Source: an optimization exercise on an open RTL-to-GDS flow (aim: small area). Production flows keep margins and buffers that such runs may drop.
Function was checked by simulation only, so behaviour that the tests miss may differ from the original.
Power figures rest on the tool's default switching activity, not on a simulated workload. No driver is modelled on the clock port, so clocking that relies on it looks cheaper here than on a real chip.

==> module tlb_lru_random_replace_top, before the edit <==
module tlb_lru_random_replace_top(
	input  logic                 clk,
	input  logic                 arst_n,
	input  logic                 cfg_we,
	input  logic                 cfg_data,
	input  logic                 in_valid,
	output logic                 in_stall,
	input  tlbrr_pkg::in_item_t  in_data,
	output logic                 out_valid,
	input  logic                 out_stall,
	output tlbrr_pkg::out_item_t out_data
);
	localparam int N  = tlbrr_pkg::ENTRIES;
	localparam int PB = tlbrr_pkg::PAGE_BITS;
	localparam int FB = tlbrr_pkg::FRAME_BITS;
	localparam int SW = tlbrr_pkg::SLOT_W;
	localparam int W  = PB + FB + SW;    
	localparam logic [1:0] ST_INIT = 2'd0;
	localparam logic [1:0] ST_IDLE = 2'd1;
	localparam logic [1:0] ST_P1   = 2'd2;
	localparam logic [1:0] ST_P2   = 2'd3;
	logic [N*W-1:0]            ring_q;
	logic [1:0]                state_q;
	logic [SW-1:0]             ptr_q;
	logic [SW:0]               nvalid_q;
	logic                      mode_q;
	logic                      used_q;
	logic [tlbrr_pkg::LFSR_W-1:0] lfsr_q;
	logic                      out_valid_q;
	tlbrr_pkg::out_item_t      out_q;
	logic [SW-1:0]             rank_q;
	logic [PB-1:0] h_page;
	logic [FB-1:0] h_frame;
	logic [SW-1:0] h_rank;
	logic          h_valid;
	assign {h_page, h_frame, h_rank} = ring_q[W-1:0];
	logic full;
	assign full    = nvalid_q[SW];
	assign h_valid = full || (ptr_q < nvalid_q[SW-1:0]);
	logic [1:0] act;
	assign act = in_data.action;
	logic is_lookup, is_fill, is_flush;
	assign is_lookup = (act == tlbrr_pkg::ACT_LOOKUP);
	assign is_fill   = (act == tlbrr_pkg::ACT_FILL);
	assign is_flush  = (act == tlbrr_pkg::ACT_FLUSH);
	logic in_init, in_idle, in_p1, in_p2, last, tgt;
	assign in_init = (state_q == ST_INIT);
	assign in_idle = (state_q == ST_IDLE);
	assign in_p1   = (state_q == ST_P1);
	assign in_p2   = (state_q == ST_P2);
	assign last    = (ptr_q == SW'(N - 1));
	assign tgt     = (ptr_q == out_q.slot);
	logic [tlbrr_pkg::LFSR_W-1:0] lfsr_next;
	assign lfsr_next = tlbrr_pkg::lfsr_step(lfsr_q);
	logic upd;
	assign upd = !mode_q && used_q;
	logic cap_l, cap_v, cap_r, hit_now;
	assign cap_l   = in_p1 && is_lookup && !out_q.hit && h_valid && (h_page == in_data.page_number);
	assign cap_v   = in_p1 && is_fill && full && !mode_q && (h_rank == '0);
	assign cap_r   = in_p1 && is_fill && tgt;
	assign hit_now = out_q.hit || cap_l;
	logic start, accept;
	assign start  = in_idle && last && in_valid && !out_valid_q;
	assign accept = last && (in_p2 || (in_p1 && !(is_fill || (hit_now && upd))));
	assign in_stall = !accept;
	logic          wr;
	logic [PB-1:0] n_page;
	logic [FB-1:0] n_frame;
	logic [SW-1:0] n_rank;
	assign wr = in_p2 && tgt && is_fill;
	always_comb begin
		n_page  = h_page;
		n_frame = h_frame;
		n_rank  = h_rank;
		if (wr) begin
			n_page  = in_data.page_number;
			n_frame = in_data.frame_number;
		end
		if (in_init) begin
			n_rank = ptr_q;
		end else if (in_p2 && upd) begin
			if (tgt) begin
				n_rank = SW'(N - 1);
			end else if (h_rank > rank_q) begin
				n_rank = h_rank - 1'b1;
			end
		end
	end
	always_ff @(posedge clk) begin
		ring_q <= {n_page, n_frame, n_rank, ring_q[N*W-1:W]};
		if (start) begin
			out_q         <= '0;
			out_q.evicted <= is_fill && full;
			if (is_fill) begin
				out_q.slot <= !full ? nvalid_q[SW-1:0] :
				              mode_q ? lfsr_next[SW-1:0] : '0;
			end
		end else if (cap_l) begin
			out_q.hit         <= 1'b1;
			out_q.found_frame <= h_frame;
			out_q.slot        <= ptr_q;
		end else if (cap_v) begin
			out_q.slot <= ptr_q;
		end
		if (cap_l || cap_v || cap_r) begin
			rank_q <= h_rank;
		end
	end
	always_ff @(posedge clk or negedge arst_n) begin
		if (!arst_n) begin
			state_q     <= ST_INIT;
			ptr_q       <= '0;
			nvalid_q    <= '0;
			mode_q      <= 1'b0;
			used_q      <= 1'b0;
			lfsr_q      <= tlbrr_pkg::LFSR_SEED;
			out_valid_q <= 1'b0;
		end else begin
			ptr_q <= ptr_q + 1'b1;
			if (cfg_we) begin
				mode_q <= cfg_data;
			end
			case (state_q)
				ST_INIT: if (last) state_q <= ST_IDLE;
				ST_IDLE: if (start) state_q <= ST_P1;
				ST_P1:   if (last) state_q <= accept ? ST_IDLE : ST_P2;
				default: if (last) state_q <= ST_IDLE;
			endcase
			if (accept) begin
				out_valid_q <= 1'b1;
				if (is_flush) begin
					nvalid_q <= '0;
				end else if (is_fill && !full) begin
					nvalid_q <= nvalid_q + 1'b1;
				end
				if (!mode_q && (is_fill || hit_now)) begin
					used_q <= 1'b1;
				end
				if (mode_q && is_fill && full) begin
					lfsr_q <= lfsr_next;
				end
			end else if (!out_stall) begin
				out_valid_q <= 1'b0;
			end
		end
	end
	assign out_valid = out_valid_q;
	assign out_data  = out_q;
endmodule
export LEC_CHECK = 0
export CAP_MARGIN = 20
export CORE_MARGIN = 2
export CORE_UTILIZATION = 60
export PLACE_DENSITY = 0.85
export SLEW_MARGIN = 20
create_clock -name core_clock -period 7.5 [get_ports {clk}]
standard.sh (not shown) runs the stock make flow with config.mk's settings and CLKGATE_MAP_FILE= SYNTH_SCRIPT=/design/flow/synth_recipe.tcl, a recipe that flattens the netlist after the stock synthesis.
==> flow/flow/run.sh <==
#!/bin/bash
# The standard ORFS layout (bash standard.sh), with two changes:
#  - port buffers are the smallest buffer (buf_1) instead of the resizer's default pick;
#  - the clock tree uses large sink clusters and no dummy loads. Large clusters
#    save clock buffers but raise the clock slew at the flip-flops, so the flow
#    tries the cluster settings in flow/cts_tries.txt in turn, from largest to
#    smallest, and keeps the first whose routed layout has a flip-flop clock-pin
#    slew (measured by flow/clkslew.tcl on ORFS's extracted parasitics) of at
#    most SLEW_OK_PS.
# Each attempt's output goes to standard_N.log and its ORFS logs to attempt_N_logs/.
set -euo pipefail
SLEW_OK_PS=122
PLAT=$FLOW_HOME/platforms/sky130hd
RES=orfs/results/sky130hd/tlb_lru_random_replace_top/base
export BUFFER_PORTS_ARGS="-inputs -outputs -buffer_cell sky130_fd_sc_hd__buf_1"
BASE="-sink_clustering_enable -repair_clock_nets -dont_use_dummy_load"
n=0
while read -r size diam; do
  [[ -z "$size" ]] && continue
  n=$((n + 1))
  export CTS_ARGS="$BASE -sink_clustering_size $size -sink_clustering_max_diameter $diam"
  echo "attempt $n: $CTS_ARGS" >> attempts.log
  if [[ $n -gt 1 ]]; then
    bash standard.sh clean_cts clean_route clean_finish > clean_$n.log 2>&1
  fi
  bash standard.sh > standard_$n.log 2>&1
  cp -r orfs/logs attempt_${n}_logs
  LIBFILE=$PLAT/lib/sky130_fd_sc_hd__tt_025C_1v80.lib ODB=$RES/6_final.odb SDCF=$RES/6_final.sdc \
    SPEFF=$RES/6_final.spef PLATFORM_DIR_=$PLAT \
    openroad -no_init -exit flow/clkslew.tcl > clkslew_$n.log 2>&1
  slew=$(awk '/^CLKSLEW_PS/ {print $2}' clkslew_$n.log)
  echo "attempt $n: clock-pin slew $slew ps" >> attempts.log
  if [[ -n "$slew" ]] && awk -v s="$slew" -v l="$SLEW_OK_PS" 'BEGIN {exit !(s <= l)}'; then
    break
  fi
done < flow/cts_tries.txt
==> flow/flow/clkslew.tcl <==
# Prints the largest slew at a flip-flop clock pin of the final layout, in ps.
read_liberty $::env(LIBFILE)
read_db $::env(ODB)
read_sdc $::env(SDCF)
source $::env(PLATFORM_DIR_)/setRC.tcl
read_spef $::env(SPEFF)
set_propagated_clock [all_clocks]
set mx 0
foreach pin [all_registers -clock_pins -edge_triggered] {
  foreach edge {rise fall} {
    foreach analysis {min max} {
      set s [sta::time_ui_sta [get_property $pin slew_${analysis}_$edge]]
      set mx [expr {max($mx, $s * 1e12)}]
    }
  }
}
puts "CLKSLEW_PS $mx"
==> flow/flow/cts_tries.txt <==
37 120
35 90
33 75
30 75
25 60
Rerun with:
--- a/flow/design.v
+++ b/flow/design.v
@@ -68,69 +68,71 @@
 );
 	localparam int N  = tlbrr_pkg::ENTRIES;
 	localparam int PB = tlbrr_pkg::PAGE_BITS;
 	localparam int FB = tlbrr_pkg::FRAME_BITS;
 	localparam int SW = tlbrr_pkg::SLOT_W;
-	localparam int W  = PB + FB + SW;    
+	localparam int W  = 1 + PB + FB + SW;    
 	localparam logic [1:0] ST_INIT = 2'd0;
 	localparam logic [1:0] ST_IDLE = 2'd1;
 	localparam logic [1:0] ST_P1   = 2'd2;
 	localparam logic [1:0] ST_P2   = 2'd3;
 	logic [N*W-1:0]            ring_q;
 	logic [1:0]                state_q;
 	logic [SW-1:0]             ptr_q;
-	logic [SW:0]               nvalid_q;
 	logic                      mode_q;
 	logic                      used_q;
 	logic [tlbrr_pkg::LFSR_W-1:0] lfsr_q;
 	logic                      out_valid_q;
 	tlbrr_pkg::out_item_t      out_q;
 	logic [SW-1:0]             rank_q;
+	logic          h_valid;
 	logic [PB-1:0] h_page;
 	logic [FB-1:0] h_frame;
 	logic [SW-1:0] h_rank;
-	logic          h_valid;
-	assign {h_page, h_frame, h_rank} = ring_q[W-1:0];
-	logic full;
-	assign full    = nvalid_q[SW];
-	assign h_valid = full || (ptr_q < nvalid_q[SW-1:0]);
+	assign {h_valid, h_page, h_frame, h_rank} = ring_q[W-1:0];
 	logic [1:0] act;
 	assign act = in_data.action;
 	logic is_lookup, is_fill, is_flush;
 	assign is_lookup = (act == tlbrr_pkg::ACT_LOOKUP);
 	assign is_fill   = (act == tlbrr_pkg::ACT_FILL);
 	assign is_flush  = (act == tlbrr_pkg::ACT_FLUSH);
-	logic in_init, in_idle, in_p1, in_p2, last, tgt;
+	logic in_init, in_idle, in_p1, in_p2, last;
 	assign in_init = (state_q == ST_INIT);
 	assign in_idle = (state_q == ST_IDLE);
 	assign in_p1   = (state_q == ST_P1);
 	assign in_p2   = (state_q == ST_P2);
 	assign last    = (ptr_q == SW'(N - 1));
-	assign tgt     = (ptr_q == out_q.slot);
 	logic [tlbrr_pkg::LFSR_W-1:0] lfsr_next;
 	assign lfsr_next = tlbrr_pkg::lfsr_step(lfsr_q);
 	logic upd;
 	assign upd = !mode_q && used_q;
-	logic cap_l, cap_v, cap_r, hit_now;
+	logic cap_l, cap_f, hit_now;
 	assign cap_l   = in_p1 && is_lookup && !out_q.hit && h_valid && (h_page == in_data.page_number);
-	assign cap_v   = in_p1 && is_fill && full && !mode_q && (h_rank == '0);
-	assign cap_r   = in_p1 && is_fill && tgt;
+	assign cap_f   = in_p1 && is_fill && out_q.evicted &&
+	                 (!h_valid || (!mode_q && (h_rank == '0)));
 	assign hit_now = out_q.hit || cap_l;
 	logic start, accept;
 	assign start  = in_idle && last && in_valid && !out_valid_q;
 	assign accept = last && (in_p2 || (in_p1 && !(is_fill || (hit_now && upd))));
 	assign in_stall = !accept;
-	logic          wr;
+	logic          tgt, wr;
+	logic          n_valid;
 	logic [PB-1:0] n_page;
 	logic [FB-1:0] n_frame;
 	logic [SW-1:0] n_rank;
-	assign wr = in_p2 && tgt && is_fill;
+	assign tgt = (ptr_q == out_q.slot);
+	assign wr  = in_p2 && tgt && is_fill;
 	always_comb begin
+		n_valid = h_valid;
 		n_page  = h_page;
 		n_frame = h_frame;
 		n_rank  = h_rank;
+		if (in_init || (in_p1 && is_flush)) begin
+			n_valid = 1'b0;
+		end
 		if (wr) begin
+			n_valid = 1'b1;
 			n_page  = in_data.page_number;
 			n_frame = in_data.frame_number;
 		end
 		if (in_init) begin
 			n_rank = ptr_q;
@@ -141,34 +143,32 @@
 				n_rank = h_rank - 1'b1;
 			end
 		end
 	end
 	always_ff @(posedge clk) begin
-		ring_q <= {n_page, n_frame, n_rank, ring_q[N*W-1:W]};
+		ring_q <= {n_valid, n_page, n_frame, n_rank, ring_q[N*W-1:W]};
 		if (start) begin
 			out_q         <= '0;
-			out_q.evicted <= is_fill && full;
-			if (is_fill) begin
-				out_q.slot <= !full ? nvalid_q[SW-1:0] :
-				              mode_q ? lfsr_next[SW-1:0] : '0;
+			out_q.evicted <= is_fill;
+			if (is_fill && mode_q) begin
+				out_q.slot <= lfsr_next[SW-1:0];
 			end
 		end else if (cap_l) begin
 			out_q.hit         <= 1'b1;
 			out_q.found_frame <= h_frame;
 			out_q.slot        <= ptr_q;
-		end else if (cap_v) begin
-			out_q.slot <= ptr_q;
-		end
-		if (cap_l || cap_v || cap_r) begin
-			rank_q <= h_rank;
+			rank_q            <= h_rank;
+		end else if (cap_f) begin
+			out_q.slot    <= ptr_q;
+			out_q.evicted <= h_valid;
+			rank_q        <= h_rank;
 		end
 	end
 	always_ff @(posedge clk or negedge arst_n) begin
 		if (!arst_n) begin
 			state_q     <= ST_INIT;
 			ptr_q       <= '0;
-			nvalid_q    <= '0;
 			mode_q      <= 1'b0;
 			used_q      <= 1'b0;
 			lfsr_q      <= tlbrr_pkg::LFSR_SEED;
 			out_valid_q <= 1'b0;
 		end else begin
@@ -182,19 +182,14 @@
 				ST_P1:   if (last) state_q <= accept ? ST_IDLE : ST_P2;
 				default: if (last) state_q <= ST_IDLE;
 			endcase
 			if (accept) begin
 				out_valid_q <= 1'b1;
-				if (is_flush) begin
-					nvalid_q <= '0;
-				end else if (is_fill && !full) begin
-					nvalid_q <= nvalid_q + 1'b1;
-				end
 				if (!mode_q && (is_fill || hit_now)) begin
 					used_q <= 1'b1;
 				end
-				if (mode_q && is_fill && full) begin
+				if (mode_q && is_fill && out_q.evicted) begin
 					lfsr_q <= lfsr_next;
 				end
 			end else if (!out_stall) begin
 				out_valid_q <= 1'b0;
 			end
Outcome: Non-clock buffer count went up by 1; worst setup slack loses 720 ps; power went up by a few percent; global-route usage went up by 0.23 points; utilization went up by 0.54 points; clock power went up by a little under a tenth; worst hold slack loses 41 ps; cell area went up slightly.

-- static timing again, ports no longer ideal --
The results above use ideal ports. As a check the final layouts listed here were re-extracted and re-timed, cells and wires unchanged. Step 1 sets driving cells, clkbuf_16 on the clock port and buf_2 on the other inputs (assumed; they add their load-dependent delay and slew). Step 2, shift: input delay + t, output delay - t, t = (earliest + latest rising clock arrival at the registers) / 2. This alone moves slack from input paths to output paths. a / b / c = ideal ports / drivers / drivers and shift; a / b = the first two.
run | t, ns | slack for setup (ns) | worst hold slack (ns) | worst setup path after step 2 | worst slew at a driven data input, ns
the first run | 0.606 | 2.936 / 2.900 / 2.900 | 0.295 / 0.295 / 0.295 | input to output | 0.10
the second run | 0.568 | 2.213 / 2.179 / 2.179 | 0.254 / 0.254 / 0.254 | input to output | 0.04
After both steps every run listed still meets setup and hold. For the first run, which loses most, drivers alone change the setup slack by -0.036 ns; drivers and shift together by -0.036 ns.
